Background: an optimization exercise with open tools, aiming at small area, a short achievable clock period and few clock cycles per item. Do not read the settings as production practice. Only simulation tests tie the RTL to the original design; equivalence was not proved.

==> inputs of try-fjord <==
==> flow/design.v <==
`default_nettype none
package keccak_pkg;
  localparam int lane_w     = 64;
  localparam int n_rounds   = 24;
  localparam int rate_w     = 1088;
  localparam int capacity_w = 512;
  typedef logic [25*lane_w-1:0] state_t;
  typedef logic [lane_w-1:0] lane_t;
  typedef logic [4:0] round_idx_t;
  typedef enum logic {
    idle,
    run
  } perm_state_e;
  function automatic lane_t round_const(round_idx_t r);
    case (r)
      5'd0: round_const = 64'h0000_0000_0000_0001;
      5'd1: round_const = 64'h0000_0000_0000_8082;
      5'd2: round_const = 64'h8000_0000_0000_808a;
      5'd3: round_const = 64'h8000_0000_8000_8000;
      5'd4: round_const = 64'h0000_0000_0000_808b;
      5'd5: round_const = 64'h0000_0000_8000_0001;
      5'd6: round_const = 64'h8000_0000_8000_8081;
      5'd7: round_const = 64'h8000_0000_0000_8009;
      5'd8: round_const = 64'h0000_0000_0000_008a;
      5'd9: round_const = 64'h0000_0000_0000_0088;
      5'd10: round_const = 64'h0000_0000_8000_8009;
      5'd11: round_const = 64'h0000_0000_8000_000a;
      5'd12: round_const = 64'h0000_0000_8000_808b;
      5'd13: round_const = 64'h8000_0000_0000_008b;
      5'd14: round_const = 64'h8000_0000_0000_8089;
      5'd15: round_const = 64'h8000_0000_0000_8003;
      5'd16: round_const = 64'h8000_0000_0000_8002;
      5'd17: round_const = 64'h8000_0000_0000_0080;
      5'd18: round_const = 64'h0000_0000_0000_800a;
      5'd19: round_const = 64'h8000_0000_8000_000a;
      5'd20: round_const = 64'h8000_0000_8000_8081;
      5'd21: round_const = 64'h8000_0000_0000_8080;
      5'd22: round_const = 64'h0000_0000_8000_0001;
      5'd23: round_const = 64'h8000_0000_8000_8008;
      default: round_const = '0;
    endcase
  endfunction
  function automatic int unsigned rho_offset(int unsigned i);
    case (i)
      0: rho_offset = 0;
      1: rho_offset = 1;
      2: rho_offset = 62;
      3: rho_offset = 28;
      4: rho_offset = 27;
      5: rho_offset = 36;
      6: rho_offset = 44;
      7: rho_offset = 6;
      8: rho_offset = 55;
      9: rho_offset = 20;
      10: rho_offset = 3;
      11: rho_offset = 10;
      12: rho_offset = 43;
      13: rho_offset = 25;
      14: rho_offset = 39;
      15: rho_offset = 41;
      16: rho_offset = 45;
      17: rho_offset = 15;
      18: rho_offset = 21;
      19: rho_offset = 8;
      20: rho_offset = 18;
      21: rho_offset = 2;
      22: rho_offset = 61;
      23: rho_offset = 56;
      24: rho_offset = 14;
      default: rho_offset = 0;
    endcase
  endfunction
  function automatic lane_t lane_byte_swap(lane_t v);
    lane_t r;
    for (int b = 0; b < lane_w / 8; b++)
    begin
      r[b*8 +: 8] = v[(lane_w/8 - 1 - b)*8 +: 8];
    end
    lane_byte_swap = r;
  endfunction
endpackage
`default_nettype wire
`default_nettype none
package miner_pkg;
  localparam int header_w     = 608;
  localparam int nonce_w      = 32;
  localparam int target_w     = 64;
  localparam int digest_w     = 256;
  localparam int digest_lanes = 4;
  typedef logic [header_w-1:0] header_t;
  typedef logic [nonce_w-1:0]  nonce_t;
  typedef logic [target_w-1:0] target_t;
  typedef logic [digest_w-1:0] digest_t;
  typedef struct packed {
    header_t header;
    nonce_t  nonce;
  } msg_t;
  localparam logic [7:0] pad_first_byte = 8'h01;
  localparam logic [7:0] pad_last_byte  = 8'h80;
endpackage
`default_nettype wire
`default_nettype none
module keccak_pad
(
  input  miner_pkg::msg_t   msg,
  output keccak_pkg::state_t state
);
  logic [keccak_pkg::rate_w-1:0] rate_block;
  logic [keccak_pkg::rate_w-1:0] rate_lanes;
  assign rate_block = {
    msg,
    miner_pkg::pad_first_byte,
    {(keccak_pkg::rate_w - (miner_pkg::header_w + miner_pkg::nonce_w) - 16){1'b0}},
    miner_pkg::pad_last_byte
  };
  always_comb
  begin
    for (int w = 0; w < keccak_pkg::rate_w / keccak_pkg::lane_w; w++)
    begin
      rate_lanes[w*keccak_pkg::lane_w +: keccak_pkg::lane_w] = keccak_pkg::lane_byte_swap(rate_block[w*keccak_pkg::lane_w +: keccak_pkg::lane_w]);
    end
  end
  assign state = {rate_lanes, {keccak_pkg::capacity_w{1'b0}}};
endmodule
`default_nettype wire
`default_nettype none
module keccak_round
(
  input  keccak_pkg::state_t     state_in,
  input  keccak_pkg::round_idx_t round,
  output keccak_pkg::state_t     state_out
);
  keccak_pkg::lane_t a   [5][5];
  keccak_pkg::lane_t b   [5][5];
  keccak_pkg::lane_t chi [5][5];
  keccak_pkg::lane_t par [5];
  keccak_pkg::lane_t mix [5];
  function automatic keccak_pkg::lane_t rotl(keccak_pkg::lane_t v, int unsigned n);
    rotl = (v << n) | (v >> (keccak_pkg::lane_w - n));
  endfunction
  always_comb
  begin
    for (int y = 0; y < 5; y++)
    begin
      for (int x = 0; x < 5; x++)
      begin
        a[x][y] = state_in[(24 - (5*y + x))*keccak_pkg::lane_w +: keccak_pkg::lane_w];
      end
    end
    for (int x = 0; x < 5; x++)
    begin
      par[x] = a[x][0] ^ a[x][1] ^ a[x][2] ^ a[x][3] ^ a[x][4];
    end
    for (int x = 0; x < 5; x++)
    begin
      mix[x] = par[(x + 4) % 5] ^ rotl(par[(x + 1) % 5], 1);
    end
    for (int y = 0; y < 5; y++)
    begin
      for (int x = 0; x < 5; x++)
      begin
        b[y][(2*x + 3*y) % 5] = rotl(a[x][y] ^ mix[x], keccak_pkg::rho_offset(5*y + x));
      end
    end
    for (int y = 0; y < 5; y++)
    begin
      for (int x = 0; x < 5; x++)
      begin
        chi[x][y] = b[x][y] ^ (~b[(x + 1) % 5][y] & b[(x + 2) % 5][y]);
      end
    end
    chi[0][0] = chi[0][0] ^ keccak_pkg::round_const(round);
    for (int y = 0; y < 5; y++)
    begin
      for (int x = 0; x < 5; x++)
      begin
        state_out[(24 - (5*y + x))*keccak_pkg::lane_w +: keccak_pkg::lane_w] = chi[x][y];
      end
    end
  end
endmodule
`default_nettype wire
`default_nettype none
module keccak_permutation
(
  input  logic   clk,
  input  logic   arst_n,
  input  logic   start,
  input  keccak_pkg::state_t init_state,
  output logic   busy,
  output logic   load,
  output logic   perm_done,
  output keccak_pkg::state_t perm_state
);
  logic                    load_q;
  logic                    busy_q;
  logic                    last_q;
  keccak_pkg::round_idx_t  round_q;
  keccak_pkg::state_t      state_q;
  keccak_pkg::state_t      round_out;
  assign load = load_q;
  assign busy = busy_q;
  keccak_round round0 (
    .state_in  (state_q),
    .round     (round_q),
    .state_out (round_out)
  );
  always_ff @(posedge clk or negedge arst_n)
  begin
    if (!arst_n)
    begin
      load_q  <= 1'b1;
      busy_q  <= 1'b0;
      last_q  <= 1'b0;
      round_q <= '0;
    end
    else
    begin
      if (load_q)
      begin
        load_q  <= !start;
        busy_q  <= start;
        last_q  <= 1'b0;
        round_q <= '0;
      end
      else
      begin
        load_q  <= (round_q == keccak_pkg::round_idx_t'(keccak_pkg::n_rounds - 2));
        busy_q  <= (round_q != keccak_pkg::round_idx_t'(keccak_pkg::n_rounds - 2));
        last_q  <= (round_q == keccak_pkg::round_idx_t'(keccak_pkg::n_rounds - 2));
        round_q <= round_q + 1'b1;
      end
    end
  end
  always_ff @(posedge clk)
  begin
    if (load_q)
      state_q <= init_state;
    else
      state_q <= round_out;
  end
  assign perm_done  = last_q;
  assign perm_state = round_out;
endmodule
`default_nettype wire
`default_nettype none
module hash_target_check
(
  input  logic    clk,
  input  logic    arst_n,
  input  logic    perm_done,
  input  keccak_pkg::state_t  perm_state,
  input  miner_pkg::target_t target,
  output logic    done,
  output miner_pkg::digest_t digest,
  output logic    match
);
  miner_pkg::digest_t digest_next;
  logic                match_next;
  logic                held;
  miner_pkg::target_t  target_held;
  always_comb
  begin
    for (int i = 0; i < miner_pkg::digest_lanes; i++)
    begin
      digest_next[(miner_pkg::digest_lanes - 1 - i)*keccak_pkg::lane_w +: keccak_pkg::lane_w] =
        keccak_pkg::lane_byte_swap(perm_state[(24 - i)*keccak_pkg::lane_w +: keccak_pkg::lane_w]);
    end
  end
  logic [63:0] gt_l0, eq_l0;
  logic [31:0] gt_l1, eq_l1;
  logic [15:0] gt_l2, eq_l2;
  logic [7:0]  gt_l3, eq_l3;
  logic [7:0]  gt_q, eq_q;
  logic [3:0]  gt_l4, eq_l4;
  logic [1:0]  gt_l5, eq_l5;
  logic        cmp_q;
  always_comb
  begin
    for (int i = 0; i < 64; i++)
    begin
      gt_l0[i] = digest[i] & ~target_held[i];
      eq_l0[i] = ~(digest[i] ^ target_held[i]);
    end
    for (int i = 0; i < 32; i++)
    begin
      gt_l1[i] = gt_l0[2*i+1] | (eq_l0[2*i+1] & gt_l0[2*i]);
      eq_l1[i] = eq_l0[2*i+1] & eq_l0[2*i];
    end
    for (int i = 0; i < 16; i++)
    begin
      gt_l2[i] = gt_l1[2*i+1] | (eq_l1[2*i+1] & gt_l1[2*i]);
      eq_l2[i] = eq_l1[2*i+1] & eq_l1[2*i];
    end
    for (int i = 0; i < 8; i++)
    begin
      gt_l3[i] = gt_l2[2*i+1] | (eq_l2[2*i+1] & gt_l2[2*i]);
      eq_l3[i] = eq_l2[2*i+1] & eq_l2[2*i];
    end
    for (int i = 0; i < 4; i++)
    begin
      gt_l4[i] = gt_q[2*i+1] | (eq_q[2*i+1] & gt_q[2*i]);
      eq_l4[i] = eq_q[2*i+1] & eq_q[2*i];
    end
    for (int i = 0; i < 2; i++)
    begin
      gt_l5[i] = gt_l4[2*i+1] | (eq_l4[2*i+1] & gt_l4[2*i]);
      eq_l5[i] = eq_l4[2*i+1] & eq_l4[2*i];
    end
    match_next = ~(gt_l5[1] | (eq_l5[1] & gt_l5[0]));
  end
  always_ff @(posedge clk or negedge arst_n)
  begin
    if (!arst_n)
    begin
      held  <= 1'b0;
      cmp_q <= 1'b0;
      done  <= 1'b0;
    end
    else
    begin
      held  <= perm_done;
      cmp_q <= held;
      done  <= cmp_q;
    end
  end
  always_ff @(posedge clk)
  begin
    target_held <= target;
    gt_q        <= gt_l3;
    eq_q        <= eq_l3;
    match       <= match_next;
    if (perm_done)
      digest <= digest_next;
  end
endmodule
`default_nettype wire
`default_nettype none
module keccak_miner_core
(
  input  logic          clk,
  input  logic          arst_n,
  input  logic          start,
  input  logic [607:0]  header,
  input  logic [31:0]   nonce,
  input  logic [63:0]   target,
  output logic          busy,
  output logic          done,
  output logic          match,
  output logic [255:0]  digest
);
  miner_pkg::msg_t   msg;
  keccak_pkg::state_t init_state;
  keccak_pkg::state_t perm_state;
  logic   perm_done;
  logic   load;
  miner_pkg::target_t target_q;
  always_ff @(posedge clk)
  begin
    if (load)
      target_q <= target;
  end
  assign msg.header = header;
  assign msg.nonce  = nonce;
  keccak_pad pad0 (
    .msg   (msg),
    .state (init_state)
  );
  keccak_permutation perm0 (
    .clk        (clk),
    .arst_n     (arst_n),
    .start      (start),
    .init_state (init_state),
    .busy       (busy),
    .load       (load),
    .perm_done  (perm_done),
    .perm_state (perm_state)
  );
  hash_target_check check0 (
    .clk        (clk),
    .arst_n     (arst_n),
    .perm_done  (perm_done),
    .perm_state (perm_state),
    .target     (target_q),
    .done       (done),
    .digest     (digest),
    .match      (match)
  );
endmodule
`default_nettype wire
==> flow/flow/run.sh <==
#!/bin/bash
# The standard layout, with every input and output port buffered by the
# smallest buffer cell instead of the one buffer_ports picks by default.
set -euo pipefail
export BUFFER_PORTS_ARGS="-buffer_cell sky130_fd_sc_hd__buf_1"
bash standard.sh > standard_flow.log 2>&1
==> flow/standard.sh <==
#!/bin/bash
# synth_recipe.tcl (not shown) runs the flow's synth.tcl, then flattens the netlist and writes it again
# the make line also repeats each setting of config.mk as NAME=value (left out here)
make -C /OpenROAD-flow-scripts/flow DESIGN_CONFIG=/design/flow/config.mk WORK_HOME=/design/flow/orfs CLKGATE_MAP_FILE= SYNTH_SCRIPT=/design/flow/synth_recipe.tcl "${@:-finish}"
==> flow/config.mk <==
export PLATFORM = sky130hd
export DESIGN_NAME = keccak_miner_core
export DESIGN_NICKNAME = keccak_miner_core
export VERILOG_FILES = /design/flow/design.v
export SDC_FILE = /design/flow/constraint.sdc
export NUM_CORES = 4
export LEC_CHECK = 0
export CAP_MARGIN = 40
export CORE_MARGIN = 2
export CORE_UTILIZATION = 45
export SETUP_SLACK_MARGIN = 1.8
export SLEW_MARGIN = 40
==> flow/constraint.sdc <==
create_clock -name core_clock -period 5.0 [get_ports {clk}]
set_input_delay 1.0000 -clock core_clock [delete_from_list [all_inputs] [get_ports {clk}]]
set_output_delay 1.0000 -clock core_clock [all_outputs]
set_load 0.01 [all_outputs]
==> try-cedar (differences from try-fjord) <==
==> flow/design.v, changed modules only <==
module keccak_round
(
  input  keccak_pkg::state_t     b_in,
  input  keccak_pkg::round_idx_t round,
  input  logic [79:0]            load,
  input  keccak_pkg::state_t     init_state,
  output keccak_pkg::state_t     b_out
);
  keccak_pkg::lane_t bi  [5][5];
  keccak_pkg::lane_t a   [5][5];
  keccak_pkg::lane_t b   [5][5];
  keccak_pkg::lane_t par [5];
  keccak_pkg::lane_t mix [5];
  function automatic keccak_pkg::lane_t rotl(keccak_pkg::lane_t v, int unsigned n);
    rotl = (v << n) | (v >> (keccak_pkg::lane_w - n));
  endfunction
  always_comb
  begin
    for (int y = 0; y < 5; y++)
    begin
      for (int x = 0; x < 5; x++)
      begin
        bi[x][y] = b_in[(24 - (5*y + x))*keccak_pkg::lane_w +: keccak_pkg::lane_w];
      end
    end
    for (int y = 0; y < 5; y++)
    begin
      for (int x = 0; x < 5; x++)
      begin
        a[x][y] = bi[x][y] ^ (~bi[(x + 1) % 5][y] & bi[(x + 2) % 5][y]);
      end
    end
    a[0][0] = a[0][0] ^ keccak_pkg::round_const(round);
    for (int y = 0; y < 5; y++)
    begin
      for (int x = 0; x < 5; x++)
      begin
        for (int z = 0; z < keccak_pkg::lane_w; z++)
        begin
          if (load[16*x + z/4])
            a[x][y][z] = init_state[(24 - (5*y + x))*keccak_pkg::lane_w + z];
        end
      end
    end
    for (int x = 0; x < 5; x++)
    begin
      par[x] = a[x][0] ^ a[x][1] ^ a[x][2] ^ a[x][3] ^ a[x][4];
    end
    for (int x = 0; x < 5; x++)
    begin
      mix[x] = par[(x + 4) % 5] ^ rotl(par[(x + 1) % 5], 1);
    end
    for (int y = 0; y < 5; y++)
    begin
      for (int x = 0; x < 5; x++)
      begin
        b[y][(2*x + 3*y) % 5] = rotl(a[x][y] ^ mix[x], keccak_pkg::rho_offset(5*y + x));
      end
    end
    for (int y = 0; y < 5; y++)
    begin
      for (int x = 0; x < 5; x++)
      begin
        b_out[(24 - (5*y + x))*keccak_pkg::lane_w +: keccak_pkg::lane_w] = b[x][y];
      end
    end
  end
endmodule
module keccak_permutation
(
  input  logic   clk,
  input  logic   arst_n,
  input  logic   start,
  input  keccak_pkg::state_t init_state,
  output logic   busy,
  output logic   load,
  output logic   perm_done,
  output keccak_pkg::state_t perm_state
);
  logic                    load_q;
  logic [79:0]             lane_load_q;
  keccak_pkg::round_idx_t  round_q;
  keccak_pkg::state_t      b_q;
  keccak_pkg::state_t      b_next;
  keccak_pkg::lane_t       fin [4];
  assign load = load_q;
  assign busy = !load_q;
  keccak_round round0 (
    .b_in       (b_q),
    .round      (round_q),
    .load       (lane_load_q),
    .init_state (init_state),
    .b_out      (b_next)
  );
  always_ff @(posedge clk or negedge arst_n)
  begin
    if (!arst_n)
      lane_load_q <= '1;
    else
    begin
      for (int i = 0; i < 80; i++)
      begin
        if (lane_load_q[i])
          lane_load_q[i] <= !start;
        else
          lane_load_q[i] <= (round_q == keccak_pkg::round_idx_t'(keccak_pkg::n_rounds - 2));
      end
    end
  end
  always_ff @(posedge clk or negedge arst_n)
  begin
    if (!arst_n)
    begin
      load_q    <= 1'b1;
      perm_done <= 1'b0;
      round_q   <= '0;
    end
    else
    begin
      if (load_q)
      begin
        load_q    <= !start;
        perm_done <= 1'b0;
        round_q   <= '0;
      end
      else
      begin
        load_q    <= (round_q == keccak_pkg::round_idx_t'(keccak_pkg::n_rounds - 2));
        perm_done <= (round_q == keccak_pkg::round_idx_t'(keccak_pkg::n_rounds - 2));
        round_q   <= round_q + 1'b1;
      end
    end
  end
  always_ff @(posedge clk)
  begin
    b_q <= b_next;
  end
  always_comb
  begin
    for (int x = 0; x < 4; x++)
    begin
      fin[x] = b_q[(24 - x)*keccak_pkg::lane_w +: keccak_pkg::lane_w]
             ^ (~b_q[(24 - (x + 1) % 5)*keccak_pkg::lane_w +: keccak_pkg::lane_w]
                & b_q[(24 - (x + 2) % 5)*keccak_pkg::lane_w +: keccak_pkg::lane_w]);
    end
    fin[0] = fin[0] ^ keccak_pkg::round_const(keccak_pkg::round_idx_t'(keccak_pkg::n_rounds - 1));
  end
  assign perm_state = {fin[0], fin[1], fin[2], fin[3], {21*keccak_pkg::lane_w{1'b0}}};
endmodule
module hash_target_check
(
  input  logic    clk,
  input  logic    arst_n,
  input  logic    perm_done,
  input  keccak_pkg::state_t  perm_state,
  input  miner_pkg::target_t target,
  output logic    done,
  output miner_pkg::digest_t digest,
  output logic    match
);
  miner_pkg::digest_t digest_next;
  logic                match_next;
  logic [63:0] gt_l0, eq_l0;
  logic [31:0] gt_l1, eq_l1;
  logic [15:0] gt_l2, eq_l2;
  logic [7:0]  gt_l3, eq_l3;
  logic [3:0]  gt_l4, eq_l4;
  logic [1:0]  gt_l5, eq_l5;
  always_comb
  begin
    for (int i = 0; i < miner_pkg::digest_lanes; i++)
    begin
      digest_next[(miner_pkg::digest_lanes - 1 - i)*keccak_pkg::lane_w +: keccak_pkg::lane_w] =
        keccak_pkg::lane_byte_swap(perm_state[(24 - i)*keccak_pkg::lane_w +: keccak_pkg::lane_w]);
    end
  end
  always_comb
  begin
    for (int i = 0; i < 64; i++)
    begin
      gt_l0[i] = digest_next[i] & ~target[i];
      eq_l0[i] = ~(digest_next[i] ^ target[i]);
    end
    for (int i = 0; i < 32; i++)
    begin
      gt_l1[i] = gt_l0[2*i+1] | (eq_l0[2*i+1] & gt_l0[2*i]);
      eq_l1[i] = eq_l0[2*i+1] & eq_l0[2*i];
    end
    for (int i = 0; i < 16; i++)
    begin
      gt_l2[i] = gt_l1[2*i+1] | (eq_l1[2*i+1] & gt_l1[2*i]);
      eq_l2[i] = eq_l1[2*i+1] & eq_l1[2*i];
    end
    for (int i = 0; i < 8; i++)
    begin
      gt_l3[i] = gt_l2[2*i+1] | (eq_l2[2*i+1] & gt_l2[2*i]);
      eq_l3[i] = eq_l2[2*i+1] & eq_l2[2*i];
    end
    for (int i = 0; i < 4; i++)
    begin
      gt_l4[i] = gt_l3[2*i+1] | (eq_l3[2*i+1] & gt_l3[2*i]);
      eq_l4[i] = eq_l3[2*i+1] & eq_l3[2*i];
    end
    for (int i = 0; i < 2; i++)
    begin
      gt_l5[i] = gt_l4[2*i+1] | (eq_l4[2*i+1] & gt_l4[2*i]);
      eq_l5[i] = eq_l4[2*i+1] & eq_l4[2*i];
    end
    match_next = ~(gt_l5[1] | (eq_l5[1] & gt_l5[0]));
  end
  always_ff @(posedge clk or negedge arst_n)
  begin
    if (!arst_n)
      done <= 1'b0;
    else
      done <= perm_done;
  end
  always_ff @(posedge clk)
  begin
    digest <= digest_next;
    match  <= match_next;
  end
endmodule
==> flow/run.sh (new file) <==
#!/bin/bash
# synth_recipe.tcl (not shown) runs the flow's synth.tcl, then flattens the netlist and writes it again
# the make line also repeats each setting of config.mk as NAME=value (left out here)
make -C /OpenROAD-flow-scripts/flow DESIGN_CONFIG=/design/flow/config.mk WORK_HOME=/design/flow/orfs CLKGATE_MAP_FILE= SYNTH_SCRIPT=/design/flow/synth_recipe.tcl finish
--- a/flow/config.mk
+++ b/flow/config.mk
@@ -5,8 +5,8 @@
 export SDC_FILE = /design/flow/constraint.sdc
 export NUM_CORES = 4
 export LEC_CHECK = 0
-export CAP_MARGIN = 40
+export CAP_MARGIN = 20
 export CORE_MARGIN = 2
 export CORE_UTILIZATION = 45
 export SETUP_SLACK_MARGIN = 1.8
-export SLEW_MARGIN = 40
+export SLEW_MARGIN = 20
removed: flow/flow/run.sh
removed: flow/standard.sh
==> try-garnet (differences from try-fjord) <==
==> flow/design.v, changed modules only <==
module keccak_permutation
(
  input  logic   clk,
  input  logic   arst_n,
  input  logic   start,
  input  keccak_pkg::state_t init_state,
  output logic   busy,
  output logic   load,
  output logic   perm_done,
  output keccak_pkg::state_t perm_state
);
  logic                    load_q;
  logic                    last_q;
  keccak_pkg::round_idx_t  round_q;
  keccak_pkg::state_t      state_q;
  keccak_pkg::state_t      round_out;
  assign load = load_q;
  assign busy = !load_q;
  keccak_round round0 (
    .state_in  (state_q),
    .round     (round_q),
    .state_out (round_out)
  );
  always_ff @(posedge clk or negedge arst_n)
  begin
    if (!arst_n)
    begin
      load_q  <= 1'b1;
      last_q  <= 1'b0;
      round_q <= '0;
    end
    else
    begin
      if (load_q)
      begin
        load_q  <= !start;
        last_q  <= 1'b0;
        round_q <= '0;
      end
      else
      begin
        load_q  <= (round_q == keccak_pkg::round_idx_t'(keccak_pkg::n_rounds - 2));
        last_q  <= (round_q == keccak_pkg::round_idx_t'(keccak_pkg::n_rounds - 2));
        round_q <= round_q + 1'b1;
      end
    end
  end
  always_ff @(posedge clk)
  begin
    if (load_q)
      state_q <= init_state;
    else
      state_q <= round_out;
  end
  assign perm_done  = last_q;
  assign perm_state = round_out;
endmodule
--- a/flow/config.mk
+++ b/flow/config.mk
@@ -5,8 +5,8 @@
 export SDC_FILE = /design/flow/constraint.sdc
 export NUM_CORES = 4
 export LEC_CHECK = 0
-export CAP_MARGIN = 40
+export CAP_MARGIN = 20
 export CORE_MARGIN = 2
 export CORE_UTILIZATION = 45
 export SETUP_SLACK_MARGIN = 1.8
-export SLEW_MARGIN = 40
+export SLEW_MARGIN = 20
==> comparison <==
Fmax: try-garnet is smaller than try-fjord (about 4.5%).
Cell area: try-garnet < try-fjord < try-cedar.
try-garnet finished but failed the layout checks on max-capacitance violations, max-slew violations. try-fjord passed the timing, DRC and antenna checks. try-cedar produced a clean layout.
The lowest register-to-register slack belongs to try-cedar, the highest to try-fjord.
Routed wire length: try-garnet is lower than try-cedar (2.5%).
Sequential share of layout area, highest first: try-garnet, try-fjord, try-cedar.
Hold slack: try-cedar is higher than try-garnet (0.33 ns).
Against try-cedar, the via count of try-garnet is smaller by about 5.4%.
Testbench counts of try-fjord, summed over its fixed seeds: cycles 4,632, items 192.
Testbench counts of try-cedar, summed over its fixed seeds: cycles 4,616, items 192.
Testbench counts of try-garnet, summed over its fixed seeds: cycles 4,632, items 192.

[afterwards: timing with drivers on the ports]
No port has a modelled driver above. Below, the same layouts with a new extraction and two added sets of constraints. Step 1: set_driving_cell puts a clkbuf_16 on clk and a buf_2 on each other input, an assumption about the parent block. Step 2, shift: input delay + t, output delay - t, t = (earliest + latest rising clock arrival at the registers) / 2. This alone moves slack from input paths to output paths. Slacks: ideal ports / drivers / drivers and shift; pairs: ideal ports / drivers.
run	shift t [ns]	setup slack, ns	worst setup path at the end
try-fjord	1.034	1.574 / 1.574 / 1.574	register to register
try-cedar	1.032	0.663 / 0.663 / 0.663	register to register
try-garnet	1.037	1.413 / 1.413 / 1.413	register to register
